What follows belongs to an exercise in optimizing a design on an open flow for small area, a short achievable clock period and few clock cycles per item; a production flow would make more cautious choices. Power and IR drop assume default switching activity.

== purple ==
// fp_addsub_top
module fp_addsub_top (
  input  logic        clk,
  input  logic        rst_n,
  input  logic        in_req,
  output logic        in_ack,
  input  logic [64:0] in_op,      
  output logic        out_req,
  input  logic        out_ack,
  output logic [34:0] out_res     
);
  logic req_d, acc, v2, v3, rq, ak_a, ak_b;
  logic xfer, r1v, ld2;
  logic acc_n, v2_n, v3_n, rq_n, r1v_n;
  assign xfer    = v3 & rq & out_ack;              
  assign out_req = v3 & (rq | ~out_ack);
  assign r1v     = req_d & ~acc;                   
  assign ld2     = in_req & r1v & (~v2 | xfer);    
  assign in_ack  = in_req & (ak_a | (ak_b & out_ack));
  assign acc_n = in_req & in_ack;
  assign v2_n  = ld2 | (v2 & ~xfer);
  assign v3_n  = v2 & ~xfer;
  assign rq_n  = out_req & ~out_ack;
  assign r1v_n = in_req & ~acc_n;
  always_ff @(posedge clk) begin
    if (!rst_n) begin
      req_d <= 1'b0;
      acc   <= 1'b0;
      v2    <= 1'b0;
      v3    <= 1'b0;
      rq    <= 1'b0;
      ak_a  <= 1'b0;
      ak_b  <= 1'b0;
    end else begin
      req_d <= in_req;
      acc   <= acc_n;
      v2    <= v2_n;
      v3    <= v3_n;
      rq    <= rq_n;
      ak_a  <= acc_n | (r1v_n & ~v2_n);
  ...
Size: roughly 1800 cells after synthesis, about 140 flip-flops, roughly 110 I/O pins, roughly 12000 µm² of cells after synthesis.
Settings: LEC_CHECK=0, ABC_AREA=1, CAP_MARGIN=20, CORE_MARGIN=2, CORE_UTILIZATION=40, CTS_BUF_LIST=sky130_fd_sc_hd__clkbuf_8, SETUP_SLACK_MARGIN=3.3, SLEW_MARGIN=20, TNS_END_PERCENT=5, BUFFER_PORTS_ARGS=-buffer_cell sky130_fd_sc_hd__buf_1; clock period 6.5 ns.
standard.sh (not shown) runs the stock make flow with config.mk's settings and CLKGATE_MAP_FILE= SYNTH_SCRIPT=/design/flow/synth_recipe.tcl, a recipe that flattens the netlist after the stock synthesis.
==> flow/flow/run.sh <==
#!/bin/bash
set -e
echo 'export BUFFER_PORTS_ARGS = -buffer_cell sky130_fd_sc_hd__buf_1' >> config.mk
bash standard.sh > standard.log 2>&1
The following lists how blue was set up differently from purple:
--- a/flow/design.v
+++ b/flow/design.v
@@ -67,81 +67,81 @@
       v2    <= v2_n;
       v3    <= v3_n;
       rq    <= rq_n;
       ak_a  <= acc_n | (r1v_n & ~v2_n);
       ak_b  <= r1v_n & v3_n & rq_n;
     end
   end
   logic        a_s, b_s, op_sub;
   logic [7:0]  a_e, b_e;
   logic [22:0] a_f, b_f;
   logic        a_nz, b_nz, b_gt, a_ge_e, swap, s_nz;
   logic [7:0]  d_ab, d_ba, d_abm1;
-  logic        big_ab, big_ba, big_a;
+  logic [4:0]  sh_ab, sh_ba;
   logic        sign_a, subx_a;
   logic [7:0]  l_e_a;
   logic [22:0] l_f_a;
   logic [23:0] s_m_a;
   logic [4:0]  sh_a;
   always_comb begin
     {a_s, a_e, a_f, b_s, b_e, b_f, op_sub} = in_op;
   end
   pfx_gt #(31) cmp_i (.a({a_e, a_f}), .b({b_e, b_f}), .gt(b_gt));
   cmp_add #(8) ed_i (.a(a_e), .b(~b_e), .s0(d_abm1), .s1(d_ab), .c1(a_ge_e));
   assign d_ba = ~d_abm1;
   always_comb begin
     a_nz   = |a_e;
     b_nz   = |b_e;
     swap   = b_gt & b_nz;
     sign_a = swap ? (b_s ^ op_sub) : a_s;
     subx_a = a_s ^ b_s ^ op_sub;
-    l_e_a  = a_ge_e ? a_e : b_e;                
+    l_e_a  = swap ? b_e : a_e;
     l_f_a  = swap ? b_f : a_f;
     s_nz   = a_nz & b_nz;
     s_m_a  = {s_nz, swap ? a_f : b_f};
-    big_ab = ~s_nz | (|d_ab[7:5]) | (d_ab[4:0] > 5'd26);
-    big_ba = ~s_nz | (|d_ba[7:5]) | (d_ba[4:0] > 5'd26);
-    sh_a   = a_ge_e ? d_ab[4:0] : d_ba[4:0];
-    big_a  = a_ge_e ? big_ab : big_ba;
+    sh_ab  = (~s_nz | (|d_ab[7:5]) | (d_ab[4:0] > 5'd26)) ? 5'd27 : d_ab[4:0];
+    sh_ba  = (~s_nz | (|d_ba[7:5]) | (d_ba[4:0] > 5'd26)) ? 5'd27 : d_ba[4:0];
+    sh_a   = a_ge_e ? sh_ab : sh_ba;
   end
   logic        sign1, subx1;
   logic [7:0]  l_e1;
   logic [22:0] l_f1;
   logic [23:0] s_m1;
   logic [4:0]  sh1;
-  logic        big1;
   always_ff @(posedge clk) begin
     sign1 <= sign_a;
     subx1 <= subx_a;
     l_e1  <= l_e_a;
     l_f1  <= l_f_a;
     s_m1  <= s_m_a;
     sh1   <= sh_a;
-    big1  <= big_a;
   end
   logic [26:0] s_sh, al;
-  logic        sticky, c_b;
+  logic        sticky, c_b, c_lo;
+  logic [13:0] s_h0, s_h1;
   logic [26:0] s_b;
   logic [27:0] sum_b;
   always_comb begin
-    s_sh   = {s_m1 & {24{~big1}}, 3'b000} >> sh1;
+    s_sh   = {s_m1, 3'b000} >> sh1;
     sticky = 1'b0;
     for (int j = 0; j < 24; j++) begin
       if (5'(j + 3) < sh1) sticky = sticky | s_m1[j];
     end
-    if (big1) sticky = 1'b1;                     
     al = {s_sh[26:1], s_sh[0] | (sticky & s_m1[23])};
   end
-  sk_add #(27) add_i (.a({1'b1, l_f1, 3'b000}), .b(al ^ {27{subx1}}), .cin(subx1),
-                      .s(s_b), .cout(c_b));
+  sk_add #(14)  addl_i (.a({l_f1[10:0], 3'b000}), .b(al[13:0] ^ {14{subx1}}), .cin(subx1),
+                        .s(s_b[13:0]), .cout(c_lo));
+  cmp_add #(14) addh_i (.a({1'b0, 1'b1, l_f1[22:11]}), .b({1'b0, al[26:14] ^ {13{subx1}}}),
+                        .s0(s_h0), .s1(s_h1), .c1());
+  assign {c_b, s_b[26:14]} = c_lo ? s_h1 : s_h0;
   assign sum_b = {c_b & ~subx1, s_b};
   logic        sign2, subx2;
   logic [7:0]  l_e2;
   logic [27:0] sum2;
   always_ff @(posedge clk) begin
     if (ld2) begin
       sign2 <= sign1;
       subx2 <= subx1;
       l_e2  <= l_e1;
       sum2  <= sum_b;
     end
   end
### Flow results
Looking at start point of the critical path, the sh1[0] result is from purple; the in_op[24] one comes from blue. For purple, the master of the slowest instance on the critical path was sky130_fd_sc_hd__dfxtp_4, unlike blue, where it was sky130_fd_sc_hd__nor4_1. blue against purple: number of clock sinks now smaller, sequential fraction of total cell area now smaller, share of power burned in the clock network now smaller. Between purple and blue, the clock skew does not differ in any meaningful way. For the clock insertion delay at the later pin of the skew report, blue came in 0.03 ns higher than purple did. After detailed routing, purple needs less wire than blue. Compared with purple, in blue post-CTS setup buffer count rose by 14; share of the cycle needed by the critical path after routing shows an increase of 0.40 points; post-synthesis to final-layout area growth picked up an extra 6.1 points.
Function was not checked in any run of this note: the RTL went through the layout flow alone.

[port drivers added, routing unchanged]
How much do the figures lean on ideal ports? The routed layouts below were timed once more, with nothing changed but the port constraints.
Step 1: set_driving_cell puts a clkbuf_16 on clk and a buf_2 on each other input, an assumption about the parent block.
Step 2 times the ports against the registers' clock, not the clock port: input delays grow and output delays shrink by t, the midpoint of the rising clock arrivals with the driver on.
Slacks: ideal ports / drivers / drivers and shift; pairs: ideal ports / drivers.
run | shift t [ns] | slack for setup (ns) | worst setup path after step 2 | slew at the worst register clock pin (ns) | cell pins on the clock port's net
purple | 0.488 | 2.970 / 2.970 / 2.580 | input to register | 0.10 / 0.10 | 1
blue | 0.516 | 2.944 / 2.966 / 2.450 | input to register | 0.10 / 0.10 | 1
After both steps setup and hold are still met in every run listed. The setup slack of blue, which loses most, moves by +0.022 ns with the drivers and by -0.494 ns with both steps.
